Background: an optimization exercise with open tools, aiming at small area, a short achievable clock period and few clock cycles per item. Do not read the settings as production practice. The RTL was checked by simulation tests, not by an equivalence proof against the original design.

File: flow/config.mk
export PLATFORM = sky130hd
export DESIGN_NAME = inv_byte_substitution_state
export DESIGN_NICKNAME = inv_byte_substitution_state
export VERILOG_FILES = /design/flow/design.v
export SDC_FILE = /design/flow/constraint.sdc
export NUM_CORES = 4
export LEC_CHECK = 0
export CAP_MARGIN = 20
export CORE_MARGIN = 2
export CORE_UTILIZATION = 40
export CTS_BUF_LIST = sky130_fd_sc_hd__clkbuf_8
export CTS_CLUSTER_DIAMETER = 60
export CTS_CLUSTER_SIZE = 16
export SLEW_MARGIN = 20
export SYNTH_HIERARCHICAL = 1
File: flow/constraint.sdc
create_clock -name core_clock -period 16.0 [get_ports {i_clock}]
set_input_delay 3.2000 -clock core_clock [delete_from_list [all_inputs] [get_ports {i_clock}]]
set_output_delay 3.2000 -clock core_clock [all_outputs]
set_load 0.01 [all_outputs]
File: flow/design.v
package aes_pkg;
    localparam int AES_NB_BYTE  = 8;
    localparam int AES_NB_STATE = 128;
endpackage
module inv_byte_substitution_algorithm (input logic [7:0] i_byte, output logic [7:0] o_byte);
    logic t0, t1, t2, t3, t4, t5, t6, t7, t8, t9, t10, t11, t12, t13, t14, t15, t16, t17, t18, t19, t20, t21, t22, t23, t24, t25, t26, t27, t28, t29, t38, t39, t40, t41, t42, t43, t44, t45, t46, t47, t48, t49, t50, t51, t52, t53, t54, t55, t56, t57, t58, t59, t60, t70, t71, t72, t73, t74, t75, t76, t77, t78, t79, t80, t81, t82, t83, t84, t85, t86, t87, t88, t89, t90, t91, t92, t93, t94, t95, t96, t97, t98, t99, t100, t101, t102, t103, t104, t105, t106, t107, t108, t109, t110, t111, t112, t113, t114, t115, t116, t117, t118, t119, t120, t121, t122, t123;
    logic [8:0] blk_o;
    logic [3:0] blk_i;
    logic b_00_, b_01_, b_02_, b_03_, b_04_, b_05_, b_06_, b_07_, b_08_, b_09_, b_10_, b_11_, b_12_, b_13_, b_14_, b_15_, b_16_, b_17_, b_18_, b_19_, b_20_, b_21_, b_22_, b_23_, b_24_, b_25_, b_26_, b_27_, b_28_, b_29_, b_30_, b_31_, b_32_, b_33_, b_34_, b_35_, b_36_, b_37_, b_38_, b_39_, b_40_, b_41_, b_42_, b_43_, b_44_, b_45_, b_46_, b_47_, b_48_, b_49_, b_50_, b_51_, b_52_, b_53_, b_54_, b_55_, b_56_, b_57_, b_58_;
    isb_xor2 u0 (.a(i_byte[0]), .b(i_byte[1]), .y(t0));
    isb_xor2 u1 (.a(i_byte[4]), .b(i_byte[6]), .y(t1));
    isb_xor2 u2 (.a(i_byte[2]), .b(i_byte[5]), .y(t2));
    isb_xnor2 u3 (.a(t0), .b(t2), .y(t3));
    isb_xor2 u4 (.a(i_byte[7]), .b(t1), .y(t4));
    isb_xor2 u5 (.a(i_byte[3]), .b(i_byte[6]), .y(t5));
    isb_xor2 u6 (.a(i_byte[2]), .b(i_byte[3]), .y(t6));
    isb_xor2 u7 (.a(i_byte[0]), .b(i_byte[5]), .y(t7));
    isb_xnor2 u8 (.a(i_byte[4]), .b(t0), .y(t8));
    isb_xnor2 u9 (.a(i_byte[2]), .b(t8), .y(t9));
    isb_xnor2 u10 (.a(i_byte[1]), .b(i_byte[2]), .y(t10));
    isb_xnor2 u11 (.a(i_byte[0]), .b(i_byte[4]), .y(t11));
    isb_xor2 u12 (.a(i_byte[5]), .b(t0), .y(t12));
    isb_xor2 u13 (.a(i_byte[4]), .b(t2), .y(t13));
    isb_xor2 u14 (.a(i_byte[0]), .b(t4), .y(t14));
    isb_xor2 u15 (.a(t0), .b(t6), .y(t15));
    isb_xor2 u16 (.a(i_byte[1]), .b(t6), .y(t16));
    isb_xor2 u17 (.a(t4), .b(t16), .y(t17));
    isb_xnor2 u18 (.a(i_byte[1]), .b(t1), .y(t18));
    isb_xnor2 u19 (.a(i_byte[5]), .b(t5), .y(t19));
    isb_xor2 u20 (.a(i_byte[1]), .b(i_byte[3]), .y(t20));
    isb_xor2 u21 (.a(i_byte[4]), .b(i_byte[5]), .y(t21));
    isb_xor2 u22 (.a(t20), .b(t21), .y(t22));
    isb_xnor2 u23 (.a(i_byte[7]), .b(t0), .y(t23));
    isb_xor2 u24 (.a(i_byte[6]), .b(t3), .y(t24));
    isb_xor2 u25 (.a(i_byte[6]), .b(i_byte[7]), .y(t25));
    isb_xor2 u26 (.a(t2), .b(t25), .y(t26));
    isb_xor2 u27 (.a(t3), .b(t4), .y(t27));
    isb_xor2 u28 (.a(t1), .b(t7), .y(t28));
    isb_xor2 u29 (.a(i_byte[0]), .b(t5), .y(t29));
    isb_nand2 u30 (.a(t9), .b(t14), .y(t38));
    isb_nand2 u31 (.a(t10), .b(t15), .y(t39));
    isb_nand2 u32 (.a(t11), .b(t17), .y(t40));
    isb_nand2 u33 (.a(t12), .b(t18), .y(t41));
    isb_nand2 u34 (.a(t7), .b(t19), .y(t42));
    isb_nand2 u35 (.a(i_byte[1]), .b(t22), .y(t43));
    isb_nand2 u36 (.a(t13), .b(t23), .y(t44));
    isb_nand2 u37 (.a(t3), .b(t24), .y(t45));
    isb_nand2 u38 (.a(t8), .b(t26), .y(t46));
    isb_xor2 u39 (.a(t41), .b(t42), .y(t47));
    isb_xor2 u40 (.a(t42), .b(t43), .y(t48));
    isb_xor2 u41 (.a(i_byte[6]), .b(t38), .y(t49));
    isb_xor2 u42 (.a(t40), .b(t47), .y(t50));
    isb_xor2 u43 (.a(t49), .b(t50), .y(t51));
    isb_xor2 u44 (.a(t39), .b(t27), .y(t52));
    isb_xor2 u45 (.a(t38), .b(t48), .y(t53));
    isb_xor2 u46 (.a(t52), .b(t53), .y(t54));
    isb_xor2 u47 (.a(t28), .b(t44), .y(t55));
    isb_xor2 u48 (.a(t45), .b(t47), .y(t56));
    isb_xnor2 u49 (.a(t55), .b(t56), .y(t57));
    isb_xor2 u50 (.a(t29), .b(t46), .y(t58));
    isb_xor2 u51 (.a(t45), .b(t48), .y(t59));
    isb_xnor2 u52 (.a(t58), .b(t59), .y(t60));
    assign blk_i = {t60, t57, t54, t51};
    isb_clkinv_1 u53 (.A(blk_i[3]), .Y(b_00_));
    isb_clkinv_1 u54 (.A(blk_i[0]), .Y(b_01_));
    isb_nor2_1 u55 (.A(blk_i[2]), .B(b_01_), .Y(b_02_));
    isb_nor2_1 u56 (.A(blk_i[1]), .B(b_02_), .Y(b_03_));
    isb_a31oi_1 u57 (.A1(blk_i[1]), .A2(blk_i[0]), .A3(b_00_), .B1(b_03_), .Y(blk_o[7]));
    isb_clkinv_1 u58 (.A(blk_i[1]), .Y(b_04_));
    isb_nor2_1 u59 (.A(b_04_), .B(b_00_), .Y(b_05_));
    isb_o21ai_0 u60 (.A1(blk_i[0]), .A2(b_05_), .B1(blk_i[2]), .Y(b_06_));
    isb_nor2_1 u61 (.A(blk_i[2]), .B(blk_i[3]), .Y(b_07_));
    isb_nor2_1 u62 (.A(b_07_), .B(b_02_), .Y(b_08_));
    isb_o21ai_0 u63 (.A1(b_04_), .A2(b_08_), .B1(b_06_), .Y(blk_o[6]));
    isb_clkinv_1 u64 (.A(blk_i[2]), .Y(b_09_));
    isb_nor2_1 u65 (.A(blk_i[0]), .B(b_04_), .Y(b_10_));
    isb_nor2_1 u66 (.A(blk_i[1]), .B(b_01_), .Y(b_11_));
    isb_o21ai_0 u67 (.A1(b_11_), .A2(b_10_), .B1(b_09_), .Y(b_12_));
    isb_o21ai_0 u68 (.A1(b_09_), .A2(b_10_), .B1(b_12_), .Y(b_13_));
    isb_nor2_1 u69 (.A(b_09_), .B(b_11_), .Y(b_14_));
    isb_o21ai_0 u70 (.A1(b_02_), .A2(b_14_), .B1(b_00_), .Y(b_15_));
    isb_o21ai_0 u71 (.A1(b_00_), .A2(b_13_), .B1(b_15_), .Y(blk_o[5]));
    isb_clkinv_1 u72 (.A(b_02_), .Y(b_16_));
    isb_nand3_1 u73 (.A(blk_i[1]), .B(blk_i[0]), .C(blk_i[2]), .Y(b_17_));
    isb_a32oi_1 u74 (.A1(b_12_), .A2(b_00_), .A3(b_17_), .B1(b_16_), .B2(b_05_), .Y(blk_o[4]));
    isb_nor2_1 u75 (.A(blk_i[1]), .B(blk_i[3]), .Y(b_18_));
    isb_clkinv_1 u76 (.A(b_18_), .Y(b_19_));
    isb_o21ai_0 u77 (.A1(b_07_), .A2(b_11_), .B1(b_19_), .Y(b_20_));
    isb_o21ai_0 u78 (.A1(blk_i[0]), .A2(b_09_), .B1(b_20_), .Y(blk_o[3]));
    isb_nor2_1 u79 (.A(b_11_), .B(b_10_), .Y(b_21_));
    isb_nand2_1 u80 (.A(b_21_), .B(blk_i[2]), .Y(b_22_));
    isb_nand2_1 u81 (.A(b_22_), .B(blk_i[3]), .Y(b_23_));
    isb_o21ai_0 u82 (.A1(b_09_), .A2(b_19_), .B1(b_23_), .Y(blk_o[2]));
    isb_and2_1 u83 (.A(b_08_), .B(b_19_), .X(blk_o[1]));
    isb_a31oi_1 u84 (.A1(b_22_), .A2(blk_i[3]), .A3(b_16_), .B1(b_07_), .Y(blk_o[0]));
    isb_o21ai_0 u85 (.A1(b_04_), .A2(b_09_), .B1(b_01_), .Y(b_24_));
    isb_xor2_1 u86 (.A(b_05_), .B(b_24_), .X(blk_o[8]));
    isb_nand2 u87 (.a(t14), .b(blk_o[0]), .y(t70));
    isb_nand2 u88 (.a(t15), .b(blk_o[1]), .y(t71));
    isb_nand2 u89 (.a(t17), .b(blk_o[2]), .y(t72));
    isb_nand2 u90 (.a(t18), .b(blk_o[3]), .y(t73));
    isb_nand2 u91 (.a(t19), .b(blk_o[4]), .y(t74));
    isb_nand2 u92 (.a(t22), .b(blk_o[5]), .y(t75));
    isb_nand2 u93 (.a(t23), .b(blk_o[6]), .y(t76));
    isb_nand2 u94 (.a(t24), .b(blk_o[7]), .y(t77));
    isb_nand2 u95 (.a(t26), .b(blk_o[8]), .y(t78));
    isb_nand2 u96 (.a(t9), .b(blk_o[0]), .y(t79));
    isb_nand2 u97 (.a(t10), .b(blk_o[1]), .y(t80));
    isb_nand2 u98 (.a(t11), .b(blk_o[2]), .y(t81));
    isb_nand2 u99 (.a(t12), .b(blk_o[3]), .y(t82));
    isb_nand2 u100 (.a(t7), .b(blk_o[4]), .y(t83));
    isb_nand2 u101 (.a(i_byte[1]), .b(blk_o[5]), .y(t84));
    isb_nand2 u102 (.a(t13), .b(blk_o[6]), .y(t85));
    isb_nand2 u103 (.a(t3), .b(blk_o[7]), .y(t86));
    isb_nand2 u104 (.a(t8), .b(blk_o[8]), .y(t87));
    isb_xor2 u105 (.a(t79), .b(t80), .y(t88));
    isb_xor2 u106 (.a(t86), .b(t88), .y(t89));
    isb_xor2 u107 (.a(t75), .b(t89), .y(t90));
    isb_xor2 u108 (.a(t82), .b(t84), .y(t91));
    isb_xor2 u109 (.a(t73), .b(t76), .y(t92));
    isb_xor2 u110 (.a(t70), .b(t77), .y(t93));
    isb_xor2 u111 (.a(t72), .b(t81), .y(t94));
    isb_xor2 u112 (.a(t74), .b(t77), .y(t95));
    isb_xor2 u113 (.a(t78), .b(t87), .y(t96));
    isb_xor2 u114 (.a(t78), .b(t91), .y(t97));
    isb_xor2 u115 (.a(t72), .b(t76), .y(t98));
    isb_xor2 u116 (.a(t87), .b(t93), .y(t99));
    isb_xor2 u117 (.a(t98), .b(t89), .y(t100));
    isb_xor2 u118 (.a(t99), .b(t100), .y(t101));
    isb_xor2 u119 (.a(t70), .b(t73), .y(t102));
    isb_xor2 u120 (.a(t74), .b(t79), .y(t103));
    isb_xor2 u121 (.a(t82), .b(t83), .y(t104));
    isb_xor2 u122 (.a(t94), .b(t102), .y(t105));
    isb_xor2 u123 (.a(t103), .b(t104), .y(t106));
    isb_xor2 u124 (.a(t105), .b(t106), .y(t107));
    isb_xor2 u125 (.a(t92), .b(t96), .y(t108));
    isb_xor2 u126 (.a(t108), .b(t90), .y(t109));
    isb_xor2 u127 (.a(t71), .b(t75), .y(t110));
    isb_xor2 u128 (.a(t92), .b(t93), .y(t111));
    isb_xor2 u129 (.a(t110), .b(t111), .y(t112));
    isb_xor2 u130 (.a(t85), .b(t95), .y(t113));
    isb_xor2 u131 (.a(t97), .b(t113), .y(t114));
    isb_xor2 u132 (.a(t90), .b(t114), .y(t115));
    isb_xor2 u133 (.a(t95), .b(t96), .y(t116));
    isb_xor2 u134 (.a(t116), .b(t90), .y(t117));
    isb_xor2 u135 (.a(t71), .b(t76), .y(t118));
    isb_xor2 u136 (.a(t80), .b(t94), .y(t119));
    isb_xor2 u137 (.a(t118), .b(t97), .y(t120));
    isb_xor2 u138 (.a(t119), .b(t120), .y(t121));
    isb_xor2 u139 (.a(t83), .b(t84), .y(t122));
    isb_xor2 u140 (.a(t88), .b(t122), .y(t123));
    assign o_byte[0] = t101;
    assign o_byte[1] = t107;
    assign o_byte[2] = t109;
    assign o_byte[3] = t112;
    assign o_byte[4] = t115;
    assign o_byte[5] = t117;
    assign o_byte[6] = t121;
    assign o_byte[7] = t123;
endmodule
module isb_xor2 (input logic a, input logic b, output logic y);
    assign y = a ^ b;
endmodule
module isb_xnor2 (input logic a, input logic b, output logic y);
    assign y = ~(a ^ b);
endmodule
module isb_nand2 (input logic a, input logic b, output logic y);
    assign y = ~(a & b);
endmodule
module isb_a31oi_1 (input logic A1, input logic A2, input logic A3, input logic B1, output logic Y);
    assign Y = (~A1&~B1) | (~A2&~B1) | (~A3&~B1);
endmodule
module isb_a32oi_1 (input logic A1, input logic A2, input logic A3, input logic B1, input logic B2, output logic Y);
    assign Y = (~A1&~B1) | (~A1&~B2) | (~A2&~B1) | (~A3&~B1) | (~A2&~B2) | (~A3&~B2);
endmodule
module isb_and2_1 (input logic A, input logic B, output logic X);
    assign X = (A&B);
endmodule
module isb_clkinv_1 (input logic A, output logic Y);
    assign Y = (~A);
endmodule
module isb_nand2_1 (input logic A, input logic B, output logic Y);
    assign Y = (~A) | (~B);
endmodule
module isb_nand3_1 (input logic A, input logic B, input logic C, output logic Y);
    assign Y = (~A) | (~B) | (~C);
endmodule
module isb_nor2_1 (input logic A, input logic B, output logic Y);
    assign Y = (~A&~B);
endmodule
module isb_o21ai_0 (input logic A1, input logic A2, input logic B1, output logic Y);
    assign Y = (~A1&~A2) | (~B1);
endmodule
module isb_xor2_1 (input logic A, input logic B, output logic X);
    assign X = (A&~B) | (~A&B);
endmodule
import aes_pkg::*;
module inv_byte_substitution_state (
    input  logic           i_clock,
    input  logic           i_reset,
    input  logic [127:0]   i_state,
    input  logic           i_valid,
    output logic           o_ready,
    output logic [127:0]   o_state,
    output logic           o_valid,
    input  logic           i_ready
);
    logic vout_q, va_q, vs_q, ready_q;
    logic lo, la, acc;
    logic fo, fa;
    assign fo = ~vout_q;
    assign fa = ~(va_q & vout_q);
    inv_byte_flag u_ovalid (
        .i_clock (i_clock),
        .i_reset (i_reset),
        .i_en    (lo),
        .i_d     (va_q),
        .o_q     (o_valid)
    );
    assign acc = i_valid & ready_q;
    assign lo  = ~vout_q | i_ready;    
    assign la  = ~va_q | lo;           
    for (genvar k = 0; k < 16; k++) begin : g_lane
        inv_byte_lane u_lane (
            .i_clock (i_clock),
            .i_byte  (i_state[8*k +: 8]),
            .i_ready (i_ready),
            .i_fo    (fo),
            .i_fa    (fa),
            .i_vs    (vs_q),
            .o_byte  (o_state[8*k +: 8])
        );
    end
    always_ff @(posedge i_clock) begin
        if (i_reset) begin
            vout_q  <= 1'b0;
            va_q    <= 1'b0;
            vs_q    <= 1'b0;
            ready_q <= 1'b1;
        end else begin
            if (lo) vout_q <= va_q;
            if (la) begin
                va_q    <= vs_q | acc;
                vs_q    <= vs_q & acc;
                ready_q <= ~(vs_q & acc);
            end else begin
                vs_q    <= vs_q | acc;
                ready_q <= ~(vs_q | acc);
            end
        end
    end
    assign o_ready = ready_q;
endmodule
module inv_byte_lane (
    input  logic       i_clock,
    input  logic [7:0] i_byte,
    input  logic       i_ready,
    input  logic       i_fo,
    input  logic       i_fa,
    input  logic       i_vs,
    output logic [7:0] o_byte
);
    logic [7:0] a_q, s_q, out_q, sb, a_n, a_d, s_d, out_d;
    logic       lo, la, ls, lo_n, la_n, ls_n;
    assign lo_n = ~(i_ready | i_fo);
    assign la_n = ~(i_ready | i_fa);
    assign lo   = ~lo_n;
    assign la   = ~la_n;
    assign ls   = ~i_vs;
    assign ls_n = i_vs;
    for (genvar b = 0; b < 8; b++) begin : g_bit
        inv_byte_mux2i u_mux (
            .i_a0 (i_byte[b]),
            .i_a1 (s_q[b]),
            .i_s  (i_vs),
            .o_y  (a_n[b])
        );
        inv_byte_hold u_hold_a (
            .i_ld   (la),
            .i_ld_n (la_n),
            .i_d    (a_n[b]),
            .i_q    (a_q[b]),
            .o_d    (a_d[b])
        );
        inv_byte_hold u_hold_s (
            .i_ld   (ls),
            .i_ld_n (ls_n),
            .i_d    (i_byte[b]),
            .i_q    (s_q[b]),
            .o_d    (s_d[b])
        );
        inv_byte_hold u_hold_o (
            .i_ld   (lo),
            .i_ld_n (lo_n),
            .i_d    (sb[b]),
            .i_q    (out_q[b]),
            .o_d    (out_d[b])
        );
    end
    inv_byte_substitution_algorithm u_alg (
        .i_byte (a_q),
        .o_byte (sb)
    );
    always_ff @(posedge i_clock) begin
        out_q <= out_d;
        a_q   <= a_d;
        s_q   <= s_d;
    end
    assign o_byte = out_q;
endmodule
module inv_byte_hold (
    input  logic i_ld,
    input  logic i_ld_n,
    input  logic i_d,
    input  logic i_q,
    output logic o_d
);
    assign o_d = (i_ld & i_d) | (i_ld_n & i_q);
endmodule
module inv_byte_flag (
    input  logic i_clock,
    input  logic i_reset,
    input  logic i_en,
    input  logic i_d,
    output logic o_q
);
    always_ff @(posedge i_clock) begin
        if (i_reset)   o_q <= 1'b0;
        else if (i_en) o_q <= i_d;
    end
endmodule
module inv_byte_mux2i (
    input  logic i_a0,
    input  logic i_a1,
    input  logic i_s,
    output logic o_y
);
    assign o_y = ~(i_s ? i_a1 : i_a0);
endmodule
File: flow/flow/run.sh
#!/bin/bash
# The standard layout, with plain buf_2 cells as the port buffers instead of the delay
# buffer that buffer_ports picks by default. Everything else is the standard flow.
set -euo pipefail
bash standard.sh "BUFFER_PORTS_ARGS=-buffer_cell sky130_fd_sc_hd__buf_2" SETUP_SLACK_MARGIN=11.4 finish > standard_flow.log 2>&1
File: flow/standard.sh
#!/bin/bash
# synth_recipe.tcl (not shown) runs the flow's synth.tcl, then flattens the netlist and writes it again
# the make line also repeats each setting of config.mk as NAME=value (left out here)
make -C /OpenROAD-flow-scripts/flow DESIGN_CONFIG=/design/flow/config.mk WORK_HOME=/design/flow/orfs CLKGATE_MAP_FILE= SYNTH_SCRIPT=/design/flow/synth_recipe.tcl "${@:-finish}"
==> results of run 1 <==
[area by class of cell]
class                   count  area, sq um
well taps                 959         1200
fillers                  7182        40400
flip-flops and latches    389         7830
inverters                 114          428
clock inverters            29          389
clock buffers              44          606
repair buffers            264         1340
multi-input cells        2748        20500
diodes                      4         10.0
[kinds of logic (layout without fill, tap and decap cells)]
| group | after synthesis | after routing |
|---|---|---|
| AOI/OAI and AO/OA | 597 | 597 |
| and+or+nand+nor | 726 | 726 |
| DFF | 389 | 389 |
| muxes | 129 | 129 |
| other | 0 | 4 |
| buffers and inverters | 242 | 451 |
| xor gates and xnor gates | 1296 | 1296 |
[synthesized netlist by cell type]
cell type,n
xor2_1,1136
nor2_1,193
nand3b_1,1
a21oi_1,3
buf_4,128
nand2b_1,2
o32ai_1,1
dfxtp_1,389
nand2_1,465
o21ai_1,160
a31oi_1,32
a22o_1,384
mux2i_1,129
nand3_1,17
xnor2_1,160
a32oi_1,16
o32a_1,1
and2_1,16
inv_1,114
or2_1,32
[stage by stage]
stage	instances	hold slack, ns	cell area (sq um)
after CTS	4547	0.473	31800
after global placement	4474	0.449	30800
after floorplan	3379	0.439	29200
final	4551	0.468	32400
after global routing	4550	0.488	32400
after detailed placement	4474	0.448	30800
[per-layer routing]
| layer | track usage, % | up-vias |
|---|---|---|
| met5 | 0 | - |
| met4 | 4.26 | 10 |
| met3 | 3.21 | 75 |
| met2 | 27.7 | 379 |
| met1 | 23.8 | 10200 |
| li1 | - | 11600 |
[sequential cells by signal, indices dropped and copies added, names as in the netlist]
signal / flops
va_q: 1
vout_q: 1
vs_q: 1
g_lane.u_lane.s_q: 128
g_lane.u_lane.a_q: 128
g_lane.u_lane.out_q: 128
ready_q: 1
u_ovalid.o_q: 1
[modules after synthesis, one instance, submodules excluded, excerpt]
module / flops+latches / times used / area (sq um) / cells inside
inv_byte_flag: 1 / 1 / 33.8 / 3
inv_byte_substitution_state: 4 / 1 / 150 / 16
inv_byte_mux2i: 0 / 128 / 10.0 / 1
isb_nand2: 0 / 432 / 3.75 / 1
isb_nand2_1: 0 / 32 / 3.75 / 1
isb_clkinv_1: 0 / 96 / 3.75 / 1
isb_nor2_1: 0 / 160 / 3.75 / 1
inv_byte_substitution_algorithm: 0 / 16 / 60.1 / 8
[path summary, 6_finish.rpt]
path | to | startpoint
max | o_state[68] | g_lane[8].u_lane.out_q[4]$_DFF_P_
min | g_lane[6].u_lane.out_q[0]$_DFF_P_ | g_lane[6].u_lane.out_q[0]$_DFF_P_
max reg2reg | g_lane[6].u_lane.out_q[4]$_DFF_P_ | g_lane[6].u_lane.a_q[1]$_DFF_P_
min reg2reg | g_lane[6].u_lane.out_q[0]$_DFF_P_ | g_lane[6].u_lane.out_q[0]$_DFF_P_
[what timing repair did]
item | in CTS | in global routing
endpoints found under the setup margin | 0 | 78
resized for setup | 0 | 96
endpoints found under the hold margin | 0 | 0
==> summary.txt, run 1 <==
Run status
  • Run status: complete, no violations

Timing
  • Crit share post-route: between 20% and 30%
  • Highest attainable clock frequency: about 0.23 GHz
  • Time the final worst path needs with I/O delays and setup: 4.43 ns
  • Setup violations, final: 0
  • Final Skew: around 0.066 ns
  • Transition time at the pin with the least slew margin: ~1.1 ns
  • Final-report max-slew violation count: 0
  • Final-report hold violation count: 0
  • Setup TNS Final: 0 ns
  • Worst slew margin relative to its limit: 25.1%
  • RSZ-0062 raised after global routing: false
  • Final Worst Setup Slack: roughly 12 ns

Worst setup path
  • Worst Path Class, Setup: flop to output pin
  • Type of origin of the critical path: flop
  • Arr. time, crit path: around 1.2 ns
  • Critical-path top delay cell: dfxtp_1
  • Crit-path cells: buf_2
  • Crit-path max cell delay: between 0.3 and 0.4 ns
  • Capturing element type of the critical path: output pin
  • Count of buffer and inverter cells on the critical path: 1
  • Worst-case register-to-register setup slack: 11.73 ns
  • Highest net fanout along the worst path: 2
  • WP data required: roughly 13 ns
  • Worst Reg-to-Reg Cells: 16
  • Critical path's top delay family: flip-flops
  • Count of cell instances traversed by the critical path: 1

Synth
  • Combinational family with the most area after synthesis: XOR/XNOR gates
  • Post-synthesis share of cell area spent on xor and xnor gates: 38.8%
  • Number of distinct library cells after synthesis: 20
  • Simple logic cell fraction of the synthesized area: under 10%
  • Synthesized-area fraction occupied by adder cells: 0%
  • Number of standard cells after synthesis: 3379
  • Number of synthesized register bits: a little under 400
  • Average instance area after synthesis: between 8 and 9 sq um
  • Share of the synthesized area in the top cell type: between 30% and 40%
  • Biggest area contributors in the synthesized netlist: xor2_1, dfxtp_1, a22o_1, nand2_1, xnor2_1
  • Yosys warning count: 9
  • Share of synthesized area occupied by flip-flops and latches: a little over a quarter
  • Cell type with the highest aggregate area in the netlist: xor2_1
  • Multiplexer share of the synthesized area: roughly 4.4%
  • Post-synthesis cell area: between 20000 and 30000 sq um
  • Syn Nets: 3511
  • Synthesized-area fraction occupied by ao, oa, aoi and oai cells: between 15 and 20%

Floorplanning
  • Width of the die: approximately 270 um
  • Core Rows: 99
  • Area inside the core boundary: approximately 73000 sq um
  • Die H: between 200 and 300 um
  • Die outline area: about 75000 sq um
  • Starting utilization of the core area: 40.2%
  • I/O pin count: approximately 260

Global route
  • Maximum number of pins on one net before global-route repair: roughly 130
  • Total routing usage reported by global routing: between 15 and 20%
  • Via count of the first global-routing pass: approximately 21000
  • Grt total ovfl: 0
  • Number of antenna violations at the first check in global routing: 11
  • Wire length of the first global-routing pass: between 100000 and 150000 um

Route
  • Wire length after detailed routing: between 60000 and 70000 um
  • Count of nets left with antenna violations after detail routing: 0
  • M1 WL: ~33000 um
  • DRC violations left: 0
  • Detailed-routed wire length on met2: approximately 30000 um
  • First-iteration detailed-routing DRC count: between 1000 and 1500
  • Wire per inst: 14.9 um
  • Met3 routed WL: 3320 um
  • Via count normalized by instance count: just under 5
  • First drt pass iteration count: 5
  • Uppermost signal routing layer after detailed routing: met5
  • Via count: about 22000

Placed design
  • Placed wire-length estimate: 52500 um
  • Pre-CTS setup slack: roughly 11 ns
  • Count of input and output buffers: between 200 and 300
  • Final weighted congestion in routability-driven placement: 0.901

Clock network
  • Insertion delay to the later sink of the worst-skew pair: about 0.66 ns
  • Clk Tree Root Cell: clkbuf_8
  • Count of hold-fix buffers inserted at cts: 0
  • Max Root-Sink Buffers: 3
  • Buffers inserted by post-CTS timing repair: 0
  • Level count of the clock H-tree: 2
  • Register clock-pin slew on the reported worst setup and hold paths: ~0.090 ns
  • Number of clock sinks: 389
  • CTS Buf Count: between 40 and 50
  • TritonCTS clock tree: yes

Final layout
  • Nets: roughly 3700
  • Fraction of layout instances using a drive strength above 1: approximately an eighth
  • Synthesis-to-layout area growth: 10.7%
  • Leading cell types in the layout, fill and taps excluded: xor2_1, nand2_1, a22o_1
  • Utilization after layout: roughly 44%
  • Commonest non-fill, non-tap cell in the layout: xor2_1

Min path
  • Worst Hold Class: flop to flop
  • Cells on Worst Hold Path: 1

Run
  • Max-cap viol count: 0
Testbench counts, summed over its fixed seeds: cycles 1,616, items 1,600.
==> run 2, diff against run 1 <==
--- a/flow/config.mk
+++ b/flow/config.mk
@@ -8,8 +8,6 @@
 export CAP_MARGIN = 20
 export CORE_MARGIN = 2
 export CORE_UTILIZATION = 40
-export CTS_BUF_LIST = sky130_fd_sc_hd__clkbuf_8
-export CTS_CLUSTER_DIAMETER = 60
-export CTS_CLUSTER_SIZE = 16
+export CTS_CLUSTER_SIZE = 24
 export SLEW_MARGIN = 20
 export SYNTH_HIERARCHICAL = 1
==> summary.txt, run 2 <==
Timing
  • Final-report hold violation count: 0 (unchanged)
  • Crit share post-route: 27.2% (-0.47 points)
  • Final Skew: 0.0227 ns (-0.0437 ns)
  • RSZ-0062 raised after global routing: false
  • Worst hold slack: 0.464 ns (-0.00368 ns)
  • Transition time at the pin with the least slew margin: 1.12 ns (+0.00138 ns)
  • Time the final worst path needs with I/O delays and setup: 4.35 ns (-0.0756 ns)
  • Setup violations, final: 0 (unchanged)
  • Worst slew margin relative to its limit: 25.1% (+0.064 points)
  • Highest attainable clock frequency: 0.230 GHz (+1.7%)
  • Setup TNS Final: 0 ns (unchanged)
  • Final-report max-slew violation count: 0 (unchanged)

Run status
  • Run status: complete, no violations

Clock network
  • Insertion delay to the later sink of the worst-skew pair: 0.58 ns (-0.08 ns)
  • TritonCTS clock tree: yes
  • Clk Tree Root Cell: clkbuf_16
  • Buffers inserted by post-CTS timing repair: 0 (unchanged)
  • CTS Buf Count: 47 (+15%)
  • Level count of the clock H-tree: 2 (unchanged)
  • Count of hold-fix buffers inserted at cts: 0 (unchanged)
  • Number of clock sinks: 389 (unchanged)
  • Max Root-Sink Buffers: 3 (unchanged)
  • Register clock-pin slew on the reported worst setup and hold paths: 0.05 ns (-0.04 ns)

Worst setup path
  • Worst Reg-to-Reg Cells: 16 (unchanged)
  • Worst Path Class, Setup: flop to output pin
  • WP data required: 12.80 ns (about the same)
  • Count of buffer and inverter cells on the critical path: 1 (unchanged)
  • Count of cell instances traversed by the critical path: 1 (unchanged)
  • Crit-path cells: buf_2
  • Critical-path top delay cell: dfxtp_1
  • R2r startpoint: g_lane[5].u_lane.a_q[1]$_DFF_P_
  • Reg2reg end: g_lane[5].u_lane.out_q[5]$_DFF_P_
  • Crit-path max cell delay: 0.41 ns (+0.05 ns)
  • Worst-case register-to-register setup slack: 11.70 ns (-0.03 ns)
  • Arr. time, crit path: 1.15 ns (-0.08 ns)
  • Capturing element type of the critical path: output pin
  • Highest net fanout along the worst path: 2 (unchanged)
  • Type of origin of the critical path: flop
  • Critical path's top delay family: flip-flops
  • Endpoint of the most critical setup path: o_state[127]
  • Start point of the critical path: g_lane[15].u_lane.out_q[7]$_DFF_P_

Route
  • Via count: 22200 (-0.090%)
  • Via count normalized by instance count: 4.87 (-0.37%)
  • First drt pass iteration count: 5 (unchanged)
  • DRC violations left: 0 (unchanged)
  • Wire length after detailed routing: 68300 um (+0.48%)
  • Count of nets left with antenna violations after detail routing: 0 (unchanged)
  • Wire per inst: 15.0 um (+0.20%)
  • First-iteration detailed-routing DRC count: 941 (-9.2%)

Synth
  • Number of distinct library cells after synthesis: 20 (unchanged)
  • Biggest area contributors in the synthesized netlist: xor2_1, dfxtp_1, a22o_1, nand2_1, xnor2_1
  • Most common library cells after synthesis: xor2_1, nand2_1, dfxtp_1, a22o_1, nor2_1
  • Average instance area after synthesis: 8.65 sq um (unchanged)
  • Primary flip-flop cell chosen by synthesis mapping: dfxtp_1
  • Share of the synthesized area in the top cell type: 34.0% (unchanged)
  • Cell type with the highest aggregate area in the netlist: xor2_1
  • Syn Nets: 3511 (unchanged)
  • Share of synthesized flip-flops with an asynchronous set or reset: 0% (unchanged)
  • Post-synthesis cell area: 29200 sq um (unchanged)
  • Number of synthesized register bits: 389 (unchanged)
  • Yosys warning count: 9 (unchanged)
  • Number of flops mapped to enable cells by yosys: 0 (unchanged)
  • Most common cell in the synthesized netlist: xor2_1
  • Share of synthesized area occupied by flip-flops and latches: 26.6% (unchanged)
  • Number of standard cells after synthesis: 3379 (unchanged)

Floorplanning
  • Die H: 274 um (unchanged)
  • Die outline area: 75300 sq um (unchanged)
  • Width of the die: 274 um (unchanged)
  • Core Rows: 99 (unchanged)
  • Starting utilization of the core area: 40.2% (unchanged)
  • I/O pin count: 262 (unchanged)
  • Area inside the core boundary: 72700 sq um (unchanged)

Min path
  • Worst Hold Class: flop to flop

Run
  • Max-cap viol count: 0 (unchanged)

Final layout
  • Registers with the highest flip-flop counts: g_lane.u_lane.a_q x128, g_lane.u_lane.out_q x128, g_lane.u_lane.s_q x128
  • Non-filler instance count after layout: 4564 (+0.29%)
  • Nets: 3697 (+0.19%)
  • Utilization after layout: 45.4% (+0.87 points)
  • Commonest non-fill, non-tap cell in the layout: xor2_1
  • Synthesis-to-layout area growth: 12.9%
  • Fraction of layout instances using a drive strength above 1: 11.9% (-0.10 points)
  • Leading cell types in the layout, fill and taps excluded: xor2_1, nand2_1, a22o_1
  • Filler Cells Inserted: 7126 (-0.78%)

Placed design
  • Final weighted congestion in routability-driven placement: 0.901 (unchanged)
  • Placed wire-length estimate: 52500 um (unchanged)
  • Instance count after placement with tap cells included: 4474 (unchanged)
  • Count of input and output buffers: 261 (unchanged)

Global route
  • Maximum number of pins on one net before global-route repair: 132 (unchanged)
  • Number of antenna violations at the first check in global routing: 11 (unchanged)
  • Wire length of the first global-routing pass: 108000 um (+0.50%)
  • Via count of the first global-routing pass: 21000 (+0.43%)
  • Grt total ovfl: 0 (unchanged)
  • Total routing usage reported by global routing: 17.4% (+0.11 points)
run 2: cell count changes in the layout (fill, tap and decap cells not counted), sizes merged:
cell      previous run  this run
clkinvlp             3         2
inv                128       117
diode                4         3
clkbuf              44        68
buf                264       265
clkinv               7         8
run 2: cells by family after synthesis:
group | Yosys count | synth area share (%)
AO/OA/AOI/OAI | 597 | 15.5
XOR/XNOR | 1296 | 38.8
buffers and inverters | 242 | 4.75
flip-flops | 389 | 26.6
multiplexers | 129 | 4.42
AND/OR/NAND/NOR | 726 | 9.84
run 2: cell type report:
class,instances,area (sq um),share of cell area [%]
inverter,114,428,1.30
antenna,3,7.51,0.0228
timing repair buffer,265,1360,4.13
clock buffer,68,1370,4.15
multi-input combinational,2748,20600,62.3
sequential,389,7820,23.7
clock inverter,18,245,0.743
tap,959,1200,3.64
run 2: per-stage QoR:
step                      setup slack (ns)  cell area [sq um]
after floorplan                      12.06              29200
after global placement               11.30              30800
after detailed placement             11.29              30800
after CTS                            11.42              32400
after global routing                 11.34              33000
final                                11.65              33000
run 2: timing repair:
| action | 4_1_cts | 5_1_grt |
|---|---|---|
| endpoints found under the setup margin | 1 | 78 |
| resized for setup | 1 | 88 |
| pin swaps | 0 | 6 |
| endpoints found under the hold margin | 0 | 0 |
run 2: how the worst min path moves through the flow:
| stage | cells past startpoint | slack [ns] | to | from |
|---|---|---|---|---|
| floorplan | 1 | 0.44 | g_lane[0].u_lane.s_q[0]$_DFF_P_ | g_lane[0].u_lane.s_q[0]$_DFF_P_ |
| global placement | 1 | 0.45 | g_lane[10].u_lane.out_q[0]$_DFF_P_ | g_lane[10].u_lane.out_q[0]$_DFF_P_ |
| detailed placement | 1 | 0.45 | g_lane[6].u_lane.out_q[7]$_DFF_P_ | g_lane[6].u_lane.out_q[7]$_DFF_P_ |
| CTS | 1 | 0.47 | g_lane[6].u_lane.out_q[0]$_DFF_P_ | g_lane[6].u_lane.out_q[0]$_DFF_P_ |
| global route | 1 | 0.48 | g_lane[1].u_lane.s_q[6]$_DFF_P_ | g_lane[1].u_lane.s_q[6]$_DFF_P_ |
| finish | 1 | 0.46 | g_lane[0].u_lane.out_q[5]$_DFF_P_ | g_lane[0].u_lane.out_q[5]$_DFF_P_ |
run 2: Yosys stat by module, one instance, submodules excluded, a selection:
module                           flip-flops and latches  copies in the design  cell area [sq um]
inv_byte_lane                                        24                    16                504
inv_byte_substitution_algorithm                       0                    16               60.1
inv_byte_flag                                         1                     1               33.8
inv_byte_mux2i                                        0                   128               10.0
isb_xor2                                              0                  1120               8.76
isb_a32oi_1                                           0                    16               8.76
inv_byte_hold                                         0                   384               8.76
isb_xnor2                                             0                   160               8.76
isb_xor2_1                                            0                    16               8.76
isb_a31oi_1                                           0                    32               6.26
isb_nand3_1                                           0                    16               5.00
isb_o21ai_0                                           0                   160               5.00
isb_nand2                                             0                   432               3.75
isb_clkinv_1                                          0                    96               3.75
run 2: per-layer routing:
layer | up-vias | wire, um | track usage [%]
met1 | 10200 | 32900 | 23.8
li1 | 11600 | - | -
met5 | - | 60 | 0
met3 | 84 | 3540 | 3.48
met4 | 10 | 1430 | 4.59
met2 | 384 | 30400 | 27.8
==> run 3, diff against run 2 <==
--- a/flow/config.mk
+++ b/flow/config.mk
@@ -8,6 +8,7 @@
 export CAP_MARGIN = 20
 export CORE_MARGIN = 2
 export CORE_UTILIZATION = 40
+export CTS_CLUSTER_DIAMETER = 120
 export CTS_CLUSTER_SIZE = 24
 export SLEW_MARGIN = 20
 export SYNTH_HIERARCHICAL = 1
==> summary.txt, run 3 <==
Worst setup path
  • Critical path's top delay family: flip-flops
  • Count of buffer and inverter cells on the critical path: 1 (unchanged)
  • Worst Path Class, Setup: flop to output pin
  • Type of origin of the critical path: flop
  • Capturing element type of the critical path: output pin
  • WP data required: 12.80 ns (about the same)
  • Critical-path top delay cell: dfxtp_1
  • Highest net fanout along the worst path: 2 (unchanged)
  • Crit-path max cell delay: 0.43 ns (+0.02 ns)
  • Crit-path cells: buf_2
  • Arr. time, crit path: 1.19 ns (+0.04 ns)

Run
  • Max-cap viol count: 0 (unchanged)

Global route
  • Maximum number of pins on one net before global-route repair: 132 (unchanged)
  • Wire length of the first global-routing pass: 107000 um (-0.94%)
  • Most heavily used metal layer in global routing: met2
  • Grt total ovfl: 0 (unchanged)
  • Met1 global-route usage: 23.8% (+0.064 points)
  • Global-route track usage on met3: 3.08% (-0.39 points)
  • Total routing usage reported by global routing: 17.1% (-0.27 points)
  • Via count of the first global-routing pass: 20600 (-1.6%)
  • Number of antenna violations at the first check in global routing: 11 (unchanged)
  • Met2 track utilization from global routing: 27.7% (about the same)

Floorplanning
  • Die outline area: 75300 sq um (unchanged)
  • Die H: 274 um (unchanged)
  • I/O pin count: 262 (unchanged)
  • Core Rows: 99 (unchanged)
  • Area inside the core boundary: 72700 sq um (unchanged)
  • Starting utilization of the core area: 40.2% (unchanged)
  • Width of the die: 274 um (unchanged)

Clock network
  • CTS Buf Count: 22 (-53%)
  • Max Root-Sink Buffers: 3 (unchanged)
  • Register clock-pin slew on the reported worst setup and hold paths: 0.10 ns (+0.05 ns)
  • Insertion delay to the later sink of the worst-skew pair: 0.58 ns (about the same)
  • Clk Tree Root Cell: clkbuf_16
  • TritonCTS clock tree: yes
  • Level count of the clock H-tree: 1 (-1)
  • Count of hold-fix buffers inserted at cts: 0 (unchanged)
  • Number of clock sinks: 389 (unchanged)

Route
  • Count of nets left with antenna violations after detail routing: 0 (unchanged)
  • Via count normalized by instance count: 4.88 (+0.23%)
  • First-iteration detailed-routing DRC count: 1042 (+11%)
  • DRC violations left: 0 (unchanged)
  • Wire per inst: 15.0 um (+0.38%)
  • Wire length after detailed routing: 67700 um (-0.88%)
  • First drt pass iteration count: 5 (unchanged)
  • Via count: 22000 (-1.0%)

Synth
  • Post-synthesis share of cell area spent on xor and xnor gates: 38.8% (unchanged)
  • Average instance area after synthesis: 8.65 sq um (unchanged)
  • Number of standard cells after synthesis: 3379 (unchanged)
  • Number of distinct library cells after synthesis: 20 (unchanged)
  • Primary flip-flop cell chosen by synthesis mapping: dfxtp_1
  • Share of the synthesized area in the top cell type: 34.0% (unchanged)
  • Simple logic cell fraction of the synthesized area: 9.84% (unchanged)
  • Post-synthesis cell area: 29200 sq um (unchanged)
  • Most common library cells after synthesis: xor2_1, nand2_1, dfxtp_1, a22o_1, nor2_1
  • Share of synthesized flip-flops with an asynchronous set or reset: 0% (unchanged)
  • Combinational family with the most area after synthesis: XOR/XNOR gates
  • Cell type with the highest aggregate area in the netlist: xor2_1
  • Biggest area contributors in the synthesized netlist: xor2_1, dfxtp_1, a22o_1, nand2_1, xnor2_1
  • Number of flops mapped to enable cells by yosys: 0 (unchanged)
  • Multiplexer share of the synthesized area: 4.42% (unchanged)
  • Share of synthesized area occupied by flip-flops and latches: 26.6% (unchanged)
  • Number of synthesized register bits: 389 (unchanged)
  • Yosys warning count: 9 (unchanged)
  • Synthesized-area fraction occupied by adder cells: 0% (unchanged)
  • Synthesized-area fraction occupied by ao, oa, aoi and oai cells: 15.5% (unchanged)
  • Most common cell in the synthesized netlist: xor2_1
  • Syn Nets: 3511 (unchanged)

Timing
  • Final-report max-slew violation count: 0 (unchanged)
  • Transition time at the pin with the least slew margin: 1.11 ns (-0.00732 ns)
  • Crit share post-route: 27.4% (+0.22 points)
  • Worst hold slack: 0.471 ns (+0.00631 ns)
  • Setup TNS Final: 0 ns (unchanged)
  • Final-report hold violation count: 0 (unchanged)
  • Highest attainable clock frequency: 0.228 GHz (-0.80%)
  • RSZ-0062 raised after global routing: false
  • Worst slew margin relative to its limit: 25.6% (+0.49 points)
  • Final Skew: 0.0185 ns (-0.00418 ns)
  • Time the final worst path needs with I/O delays and setup: 4.39 ns (+0.0351 ns)
  • Setup violations, final: 0 (unchanged)

Final layout
  • Registers with the highest flip-flop counts: g_lane.u_lane.a_q x128, g_lane.u_lane.out_q x128, g_lane.u_lane.s_q x128
  • Nets: 3671 (-0.70%)
  • Commonest non-fill, non-tap cell in the layout: xor2_1
  • Fraction of layout instances using a drive strength above 1: 11.1% (-0.82 points)
  • Synthesis-to-layout area growth: 9.66%
  • Leading cell types in the layout, fill and taps excluded: xor2_1, nand2_1, a22o_1

Min path
  • Worst Hold Class: flop to flop

Placed design
  • Placed wire-length estimate: 52500 um (unchanged)
  • Final weighted congestion in routability-driven placement: 0.901 (unchanged)
  • Count of input and output buffers: 261 (unchanged)

Run status
  • Run status: complete, no violations
## run 3: stage by stage
step / cells / cell area [sq um] / worst slack [ns] / utilization [%]
after global placement: 4474 / 30800 / 11.30 / 42.4
after CTS: 4504 / 31500 / 11.42 / 43.3
final: 4507 / 32100 / 11.61 / 44.1
after global routing: 4506 / 32100 / 11.35 / 44.1
after floorplan: 3379 / 29200 / 12.06 / -
after detailed placement: 4474 / 30800 / 11.29 / 42.4
## run 3: what timing repair did
action / 4_1_cts / 5_1_grt
gates resized for setup: 0 / 99
setup buffers: 0 / 0
endpoints found under the setup margin: 0 / 78
## run 3: final timing paths
| kind | cells past startpoint | slack (ns) | from | to |
|---|---|---|---|---|
| worst max-delay path | 1 | 11.61 | g_lane[15].u_lane.out_q[7]$_DFF_P_ | o_state[127] |
| worst min-delay path | 1 | 0.47 | g_lane[4].u_lane.out_q[6]$_DFF_P_ | g_lane[4].u_lane.out_q[6]$_DFF_P_ |
| worst max register to register | 16 | 11.66 | g_lane[6].u_lane.a_q[4]$_DFF_P_ | g_lane[6].u_lane.out_q[4]$_DFF_P_ |
| worst min register to register | 1 | 0.47 | g_lane[4].u_lane.out_q[6]$_DFF_P_ | g_lane[4].u_lane.out_q[6]$_DFF_P_ |
## run 3: logic make-up after synthesis
family,Yosys count
DFF,389
buffers and inverters,242
muxes,129
and+or+nand+nor,726
AOI/OAI and AO/OA,597
xor gates and xnor gates,1296
## run 3: modules after synthesis, one instance, submodules excluded, a selection
| module | flip-flops and latches | times used |
|---|---|---|
| isb_xnor2 | 0 | 160 |
| inv_byte_substitution_algorithm | 0 | 16 |
| isb_xor2 | 0 | 1120 |
| isb_a31oi_1 | 0 | 32 |
| inv_byte_lane | 24 | 16 |
| isb_xor2_1 | 0 | 16 |
| inv_byte_hold | 0 | 384 |
| inv_byte_flag | 1 | 1 |
| isb_clkinv_1 | 0 | 96 |
| isb_nor2_1 | 0 | 160 |
| isb_a32oi_1 | 0 | 16 |
| isb_nand3_1 | 0 | 16 |
| isb_and2_1 | 0 | 16 |
| isb_nand2 | 0 | 432 |
| inv_byte_substitution_state | 4 | 1 |
## run 3: layout make-up
| cell class | count | area (sq um) |
|---|---|---|
| Fill cell | 7194 | 40700 |
| Multi-Input combinational cell | 2748 | 20600 |
| Sequential cell | 389 | 7830 |
| Timing Repair Buffer | 264 | 1340 |
| Tap cell | 959 | 1200 |
| Clock buffer | 24 | 579 |
| Inverter | 114 | 428 |
| Clock inverter | 6 | 103 |
| Antenna cell | 3 | 7.51 |
## run 3: per-layer routing
metal / vias to the layer above / wire [um]
li1: 11500 / -
met1: 10100 / 33000
met2: 318 / 30400
met3: 55 / 3070
met4: 12 / 1230
met5: - / 74
==> run 4, diff against run 3 <==
--- a/flow/config.mk
+++ b/flow/config.mk
@@ -8,7 +8,5 @@
 export CAP_MARGIN = 20
 export CORE_MARGIN = 2
 export CORE_UTILIZATION = 40
-export CTS_CLUSTER_DIAMETER = 120
-export CTS_CLUSTER_SIZE = 24
 export SLEW_MARGIN = 20
 export SYNTH_HIERARCHICAL = 1
==> summary.txt, run 4 <==
Run status
  • Run status: complete, no violations

Floorplanning
  • Core Rows: 99 (unchanged)
  • Starting utilization of the core area: 40.2% (unchanged)
  • Die H: 274 um (unchanged)
  • Die outline area: 75300 sq um (unchanged)
  • Area inside the core boundary: 72700 sq um (unchanged)
  • Width of the die: 274 um (unchanged)
  • I/O pin count: 262 (unchanged)

Final layout
  • Commonest non-fill, non-tap cell in the layout: xor2_1
  • Fraction of layout instances using a drive strength above 1: 11.9% (+0.82 points)
  • Utilization after layout: 45.4% (+1.3 points)
  • Registers with the highest flip-flop counts: g_lane.u_lane.a_q x128, g_lane.u_lane.out_q x128, g_lane.u_lane.s_q x128
  • Leading cell types in the layout, fill and taps excluded: xor2_1, nand2_1, a22o_1
  • Synthesis-to-layout area growth: 12.9%
  • Nets: 3697 (+0.71%)

Clock network
  • Number of clock sinks: 389 (unchanged)
  • Register clock-pin slew on the reported worst setup and hold paths: 0.05 ns (-0.05 ns)
  • CTS Buf Count: 47 (+110%)
  • Insertion delay to the later sink of the worst-skew pair: 0.58 ns (about the same)
  • Count of hold-fix buffers inserted at cts: 0 (unchanged)
  • Buffers inserted by post-CTS timing repair: 0 (unchanged)
  • TritonCTS clock tree: yes
  • Clk Tree Root Cell: clkbuf_16
  • Level count of the clock H-tree: 2 (+1)
  • Max Root-Sink Buffers: 3 (unchanged)

Timing
  • Final-report max-slew violation count: 0 (unchanged)
  • Time the final worst path needs with I/O delays and setup: 4.35 ns (-0.0351 ns)
  • Setup TNS Final: 0 ns (unchanged)
  • Highest attainable clock frequency: 0.230 GHz (+0.81%)
  • RSZ-0062 raised after global routing: false
  • Final-report hold violation count: 0 (unchanged)
  • Crit share post-route: 27.2% (-0.22 points)
  • Final Skew: 0.0227 ns (+0.00418 ns)
  • Final Worst Setup Slack: 11.65 ns (+0.0351 ns)
  • Worst slew margin relative to its limit: 25.1% (-0.49 points)
  • Setup violations, final: 0 (unchanged)
  • Transition time at the pin with the least slew margin: 1.12 ns (+0.00732 ns)

Run
  • Max-cap viol count: 0 (unchanged)

Synth
  • Syn Nets: 3511 (unchanged)
  • Yosys warning count: 9 (unchanged)
  • Post-synthesis cell area: 29200 sq um (unchanged)
  • Number of distinct library cells after synthesis: 20 (unchanged)
  • Most common cell in the synthesized netlist: xor2_1
  • Cell type with the highest aggregate area in the netlist: xor2_1
  • Primary flip-flop cell chosen by synthesis mapping: dfxtp_1
  • Average instance area after synthesis: 8.65 sq um (unchanged)
  • Share of synthesized area occupied by flip-flops and latches: 26.6% (unchanged)
  • Number of synthesized register bits: 389 (unchanged)
  • Share of synthesized flip-flops with an asynchronous set or reset: 0% (unchanged)
  • Biggest area contributors in the synthesized netlist: xor2_1, dfxtp_1, a22o_1, nand2_1, xnor2_1
  • Most common library cells after synthesis: xor2_1, nand2_1, dfxtp_1, a22o_1, nor2_1
  • Number of flops mapped to enable cells by yosys: 0 (unchanged)
  • Number of standard cells after synthesis: 3379 (unchanged)
  • Share of the synthesized area in the top cell type: 34.0% (unchanged)

Min path
  • Hold path start: g_lane[0].u_lane.out_q[5]$_DFF_P_
  • Hold-critical path endpoint: g_lane[0].u_lane.out_q[5]$_DFF_P_
  • Worst Hold Class: flop to flop
  • Cells on Worst Hold Path: 1 (unchanged)

Worst setup path
  • Critical-path top delay cell: dfxtp_1
  • Critical path's top delay family: flip-flops
  • Highest net fanout along the worst path: 2 (unchanged)
  • Worst-case register-to-register setup slack: 11.70 ns (+0.04 ns)
  • Worst Reg-to-Reg Cells: 16 (unchanged)
  • Arr. time, crit path: 1.15 ns (-0.04 ns)
  • Reg2reg end: g_lane[5].u_lane.out_q[5]$_DFF_P_
  • Capturing element type of the critical path: output pin
  • Type of origin of the critical path: flop
  • WP data required: 12.80 ns (about the same)
  • Worst Path Class, Setup: flop to output pin
  • R2r startpoint: g_lane[5].u_lane.a_q[1]$_DFF_P_
  • Crit-path cells: buf_2
  • Count of buffer and inverter cells on the critical path: 1 (unchanged)
  • Crit-path max cell delay: 0.41 ns (-0.02 ns)

Route
  • Wire length after detailed routing: 68300 um (+0.88%)
  • Wire per inst: 15.0 um (-0.38%)
  • Via count normalized by instance count: 4.87 (-0.23%)
  • First-iteration detailed-routing DRC count: 941 (-9.7%)
  • Via count: 22200 (+1.0%)
  • DRC violations left: 0 (unchanged)
  • First drt pass iteration count: 5 (unchanged)
  • Count of nets left with antenna violations after detail routing: 0 (unchanged)

Global route
  • Total routing usage reported by global routing: 17.4% (+0.27 points)
  • Maximum number of pins on one net before global-route repair: 132 (unchanged)
  • Wire length of the first global-routing pass: 108000 um (+0.95%)
  • Via count of the first global-routing pass: 21000 (+1.6%)
  • Grt total ovfl: 0 (unchanged)
  • Number of antenna violations at the first check in global routing: 11 (unchanged)

Placed design
  • Final weighted congestion in routability-driven placement: 0.901 (unchanged)
  • Placed wire-length estimate: 52500 um (unchanged)
  • Count of input and output buffers: 261 (unchanged)
  • Pre-CTS setup slack: 11.29 ns (unchanged)
==> run 4: area by class of cell <==
cell class	count	area (sq um)
fill	7126	39700
multi-input combinational	2748	20600
sequential	389	7820
clock buffer	68	1370
timing repair buffer	265	1360
tap	959	1200
inverter	114	428
clock inverter	18	245
antenna	3	7.51
==> run 4: routing by layer <==
layer | track usage (%) | wire, um
met1 | 23.8 | 32900
met2 | 27.8 | 30400
met3 | 3.48 | 3540
met4 | 4.59 | 1430
met5 | 0 | 60
==> run 4: what timing repair did <==
| item | CTS | global route |
|---|---|---|
| pin swaps | 0 | 6 |
| resized for setup | 1 | 88 |
| endpoints found under the setup margin | 1 | 78 |
==> run 4: cell families after synthesis <==
logic type                Yosys count  share of synthesized area [%]
AOI/OAI and AO/OA                 597                           15.5
xor gates and xnor gates         1296                           38.8
buffers and inverters             242                           4.75
DFF                               389                           26.6
muxes                             129                           4.42
and+or+nand+nor                   726                           9.84
==> run 4: per-module statistics from Yosys, one instance, submodules excluded, a selection <==
module | copies in the design | cell area, sq um | flip-flops and latches
inv_byte_hold | 384 | 8.76 | 0
inv_byte_lane | 16 | 504 | 24
inv_byte_mux2i | 128 | 10.0 | 0
inv_byte_substitution_state | 1 | 150 | 4
isb_a31oi_1 | 32 | 6.26 | 0
isb_a32oi_1 | 16 | 8.76 | 0
isb_and2_1 | 16 | 6.26 | 0
isb_clkinv_1 | 96 | 3.75 | 0
isb_nand2 | 432 | 3.75 | 0
isb_nand2_1 | 32 | 3.75 | 0
isb_nand3_1 | 16 | 5.00 | 0
isb_nor2_1 | 160 | 3.75 | 0
isb_o21ai_0 | 160 | 5.00 | 0
isb_xnor2 | 160 | 8.76 | 0
isb_xor2 | 1120 | 8.76 | 0
==> run 4: how the worst max path moves through the flow <==
| stage | startpoint | to | slack, ns | cells past startpoint |
|---|---|---|---|---|
| 4_1_cts | g_lane[13].u_lane.a_q[1]$_DFF_P_ | g_lane[13].u_lane.out_q[5]$_DFF_P_ | 11.42 | 16 |
| 6_report | g_lane[15].u_lane.out_q[7]$_DFF_P_ | o_state[127] | 11.65 | 1 |
| 3_3_place_gp | i_ready | g_lane[9].u_lane.out_q[7]$_DFF_P_ | 11.30 | 3 |
| 3_5_place_dp | i_ready | g_lane[10].u_lane.a_q[1]$_DFF_P_ | 11.29 | 3 |
| 5_1_grt | g_lane[5].u_lane.a_q[1]$_DFF_P_ | g_lane[5].u_lane.out_q[5]$_DFF_P_ | 11.34 | 16 |
| 2_1_floorplan | g_lane[0].u_lane.a_q[1]$_DFF_P_ | g_lane[0].u_lane.out_q[4]$_DFF_P_ | 12.06 | 17 |
==> run 4: per-stage QoR <==
stage / area (sq um) / hold slack, ns / std cells
CTS: 32400 / 0.465 / 4560
finish: 33000 / 0.464 / 4564
detailed placement: 30800 / 0.448 / 4474
global placement: 30800 / 0.449 / 4474
global route: 33000 / 0.479 / 4564
floorplan: 29200 / 0.439 / 3379
==> run 5, diff against run 4 <==
--- a/flow/config.mk
+++ b/flow/config.mk
@@ -8,5 +8,7 @@
 export CAP_MARGIN = 20
 export CORE_MARGIN = 2
 export CORE_UTILIZATION = 40
+export CTS_CLUSTER_DIAMETER = 100
+export CTS_CLUSTER_SIZE = 30
 export SLEW_MARGIN = 20
 export SYNTH_HIERARCHICAL = 1
==> summary.txt, run 5 <==
Run status
  • Run status: complete, no violations

Final layout
  • Fraction of layout instances using a drive strength above 1: 11.4% (-0.57 points)
  • Register area: 7830 sq um (+0.18%)
  • Area of the multi-input gates: 20500 sq um (about the same)
  • Nets: 3672 (-0.68%)
  • Synthesis-to-layout area growth: 10.2%
  • Area of all placed cells without fillers: 32200 sq um (-2.3%)
  • Filler Cells Inserted: 7181 (+0.77%)
  • Non-filler instance count after layout: 4517 (-1.0%)
  • Leading cell types in the layout, fill and taps excluded: xor2_1, nand2_1, a22o_1
  • Commonest non-fill, non-tap cell in the layout: xor2_1
  • Utilization after layout: 44.3% (-1.1 points)
  • Registers with the highest flip-flop counts: g_lane.u_lane.a_q x128, g_lane.u_lane.out_q x128, g_lane.u_lane.s_q x128

Placed design
  • Final weighted congestion in routability-driven placement: 0.901 (unchanged)
  • Count of input and output buffers: 261 (unchanged)
  • Pre-CTS setup slack: 11.29 ns (unchanged)
  • Dpl cell area: 30800 sq um (unchanged)
  • Instance count after placement with tap cells included: 4474 (unchanged)
  • Placed wire-length estimate: 52500 um (unchanged)

Synth
  • Synthesized-area fraction occupied by adder cells: 0% (unchanged)
  • Cell type with the highest aggregate area in the netlist: xor2_1
  • Number of standard cells after synthesis: 3379 (unchanged)
  • Post-synthesis cell area: 29200 sq um (unchanged)
  • Yosys warning count: 9 (unchanged)
  • Number of distinct library cells after synthesis: 20 (unchanged)
  • Share of the synthesized area in the top cell type: 34.0% (unchanged)
  • Number of flops mapped to enable cells by yosys: 0 (unchanged)
  • Share of synthesized area occupied by flip-flops and latches: 26.6% (unchanged)
  • Primary flip-flop cell chosen by synthesis mapping: dfxtp_1
  • Simple logic cell fraction of the synthesized area: 9.84% (unchanged)
  • Post-synthesis share of cell area spent on xor and xnor gates: 38.8% (unchanged)
  • Most common library cells after synthesis: xor2_1, nand2_1, dfxtp_1, a22o_1, nor2_1
  • Multiplexer share of the synthesized area: 4.42% (unchanged)
  • Share of synthesized flip-flops with an asynchronous set or reset: 0% (unchanged)
  • Combinational family with the most area after synthesis: XOR/XNOR gates
  • Number of synthesized register bits: 389 (unchanged)
  • Most common cell in the synthesized netlist: xor2_1
  • Syn Nets: 3511 (unchanged)
  • Average instance area after synthesis: 8.65 sq um (unchanged)
  • Biggest area contributors in the synthesized netlist: xor2_1, dfxtp_1, a22o_1, nand2_1, xnor2_1
  • Synthesized-area fraction occupied by ao, oa, aoi and oai cells: 15.5% (unchanged)

Clock network
  • Number of clock sinks: 389 (unchanged)
  • Buffers inserted by post-CTS timing repair: 0 (unchanged)
  • TritonCTS clock tree: yes
  • Max Root-Sink Buffers: 3 (unchanged)
  • Level count of the clock H-tree: 1 (-1)
  • Clk Tree Root Cell: clkbuf_16
  • CTS Buf Count: 23 (-51%)
  • Insertion delay to the later sink of the worst-skew pair: 0.60 ns (+0.02 ns)
  • Register clock-pin slew on the reported worst setup and hold paths: 0.09 ns (+0.04 ns)

Timing
  • Worst slew margin relative to its limit: 25.2% (+0.042 points)
  • RSZ-0062 raised after global routing: false
  • Setup violations, final: 0 (unchanged)
  • Final Worst Setup Slack: 11.62 ns (-0.0273 ns)
  • Crit share post-route: 27.4% (+0.17 points)
  • Setup TNS Final: 0 ns (unchanged)
  • Final Skew: 0.0275 ns (+0.00488 ns)
  • Final-report hold violation count: 0 (unchanged)
  • Final-report max-slew violation count: 0 (unchanged)
  • Transition time at the pin with the least slew margin: 1.12 ns (-0.00296 ns)
  • Worst hold slack: 0.470 ns (+0.00607 ns)
  • Highest attainable clock frequency: 0.228 GHz (-0.62%)
  • Time the final worst path needs with I/O delays and setup: 4.38 ns (+0.0273 ns)

Worst setup path
  • Worst Reg-to-Reg Cells: 16 (unchanged)
  • Critical-path top delay cell: dfxtp_1
  • WP data required: 12.80 ns (about the same)
  • Type of origin of the critical path: flop
  • Highest net fanout along the worst path: 2 (unchanged)
  • Crit-path cells: buf_2
  • Reg2reg end: g_lane[5].u_lane.out_q[5]$_DFF_P_
  • R2r startpoint: g_lane[5].u_lane.a_q[1]$_DFF_P_
  • Capturing element type of the critical path: output pin
  • Crit-path max cell delay: 0.42 ns (about the same)
  • Worst Path Class, Setup: flop to output pin
  • Arr. time, crit path: 1.18 ns (+0.03 ns)
  • Critical path's top delay family: flip-flops
  • Count of buffer and inverter cells on the critical path: 1 (unchanged)
  • Worst-case register-to-register setup slack: 11.72 ns (+0.02 ns)

Min path
  • Worst Hold Class: flop to flop
  • Hold-critical path endpoint: g_lane[6].u_lane.out_q[0]$_DFF_P_
  • Hold path start: g_lane[6].u_lane.out_q[0]$_DFF_P_
  • Cells on Worst Hold Path: 1 (unchanged)

Route
  • First-iteration detailed-routing DRC count: 939 (-0.21%)
  • Count of nets left with antenna violations after detail routing: 0 (unchanged)
  • Via count: 22100 (-0.71%)
  • DRC violations left: 0 (unchanged)
  • Wire per inst: 15.0 um (+0.18%)
  • Via count normalized by instance count: 4.89 (+0.32%)
  • Wire length after detailed routing: 67700 um (-0.85%)
  • First drt pass iteration count: 5 (unchanged)

Floorplanning
  • Area inside the core boundary: 72700 sq um (unchanged)
  • Die H: 274 um (unchanged)
  • Core Rows: 99 (unchanged)
  • Width of the die: 274 um (unchanged)
  • Starting utilization of the core area: 40.2% (unchanged)
  • Die outline area: 75300 sq um (unchanged)
  • I/O pin count: 262 (unchanged)

Run
  • Max-cap viol count: 0 (unchanged)

Global route
  • Wire length of the first global-routing pass: 107000 um (-0.70%)
  • Maximum number of pins on one net before global-route repair: 132 (unchanged)
  • Via count of the first global-routing pass: 20700 (-1.3%)
  • Grt total ovfl: 0 (unchanged)
  • Total routing usage reported by global routing: 17.1% (-0.24 points)
  • Number of antenna violations at the first check in global routing: 11 (unchanged)
## run 5: cell counts after synthesis
No cell type changed its count.
## run 5: how the worst max path moves through the flow
stage / from / cells past startpoint / end / slack [ns]
floorplan: g_lane[0].u_lane.a_q[1]$_DFF_P_ / 17 / g_lane[0].u_lane.out_q[4]$_DFF_P_ / 12.06
global placement: i_ready / 3 / g_lane[9].u_lane.out_q[7]$_DFF_P_ / 11.30
detailed placement: i_ready / 3 / g_lane[10].u_lane.a_q[1]$_DFF_P_ / 11.29
CTS: g_lane[11].u_lane.a_q[1]$_DFF_P_ / 16 / g_lane[11].u_lane.out_q[4]$_DFF_P_ / 11.42
global route: g_lane[5].u_lane.a_q[1]$_DFF_P_ / 16 / g_lane[5].u_lane.out_q[5]$_DFF_P_ / 11.35
finish: g_lane[15].u_lane.out_q[7]$_DFF_P_ / 1 / o_state[127] / 11.62
## run 5: kinds of logic (layout without fill, tap and decap cells)
group | Yosys count | count (layout)
XOR/XNOR | 1296 | 1296
AND/OR/NAND/NOR | 726 | 726
AO/OA/AOI/OAI | 597 | 597
flip-flops | 389 | 389
buffers and inverters | 242 | 418
multiplexers | 129 | 129
other | 0 | 3
## run 5: cell type report
| class | count | share of cell area, % |
|---|---|---|
| antenna | 3 | 0.0233 |
| sequential | 389 | 24.3 |
| timing repair buffer | 264 | 4.17 |
| inverter | 114 | 1.33 |
| multi-input combinational | 2748 | 63.8 |
| clock buffer | 24 | 1.83 |
| clock inverter | 16 | 0.858 |
| tap | 959 | 3.72 |
## run 5: timing repair
action	4_1_cts	5_1_grt
hold buffers	0	0
setup endpoints to repair	0	79
endpoints found under the hold margin	0	0
resized for setup	0	98
## run 5: Yosys stat by module, one instance, submodules excluded, excerpt
module	cells	flip-flops and latches	copies in the design
isb_a32oi_1	1	0	16
isb_xor2_1	1	0	16
inv_byte_lane	29	24	16
inv_byte_hold	1	0	384
inv_byte_substitution_state	16	4	1
inv_byte_substitution_algorithm	8	0	16
isb_nand2_1	1	0	32
isb_nand2	1	0	432
isb_and2_1	1	0	16
isb_o21ai_0	1	0	160
## run 5: layer usage
layer | share of wire, % | vias to the layer above | GRT usage [%]
li1 | - | 11500 | -
met1 | 49 | 10100 | 23.9
met2 | 45 | 375 | 27.7
met3 | 4.7 | 58 | 3.04
met4 | 1.8 | 12 | 3.19
met5 | 0.11 | - | 0

-- what the ideal ports hide --
The flow's constraints put no driver on any port. The routed layouts listed below were extracted and timed again, unchanged, in two steps.
Step 1: set_driving_cell puts a clkbuf_16 on i_clock and a buf_2 on each other input, an assumption about the parent block.
Step 2, shift: input delay + t, output delay - t, t = (earliest + latest rising clock arrival at the registers) / 2. This alone moves slack from input paths to output paths.
Three values: ideal, step 1, step 2; two values: the first two.
| run | shift t [ns] | setup WS [ns] | worst setup path after step 2 | worst slew at a driven data input, ns |
|---|---|---|---|---|
| run 1 | 0.693 | 11.572 / 11.509 / 11.240 | input to register | 0.12 |
| run 2 | 0.628 | 11.648 / 11.586 / 11.256 | input to register | 0.12 |
| run 3 | 0.633 | 11.613 / 11.551 / 11.245 | input to register | 0.12 |
| run 4 | 0.628 | 11.648 / 11.586 / 11.256 | input to register | 0.12 |
| run 5 | 0.655 | 11.621 / 11.559 / 11.247 | input to register | 0.12 |
After both steps every run listed still meets setup and hold.
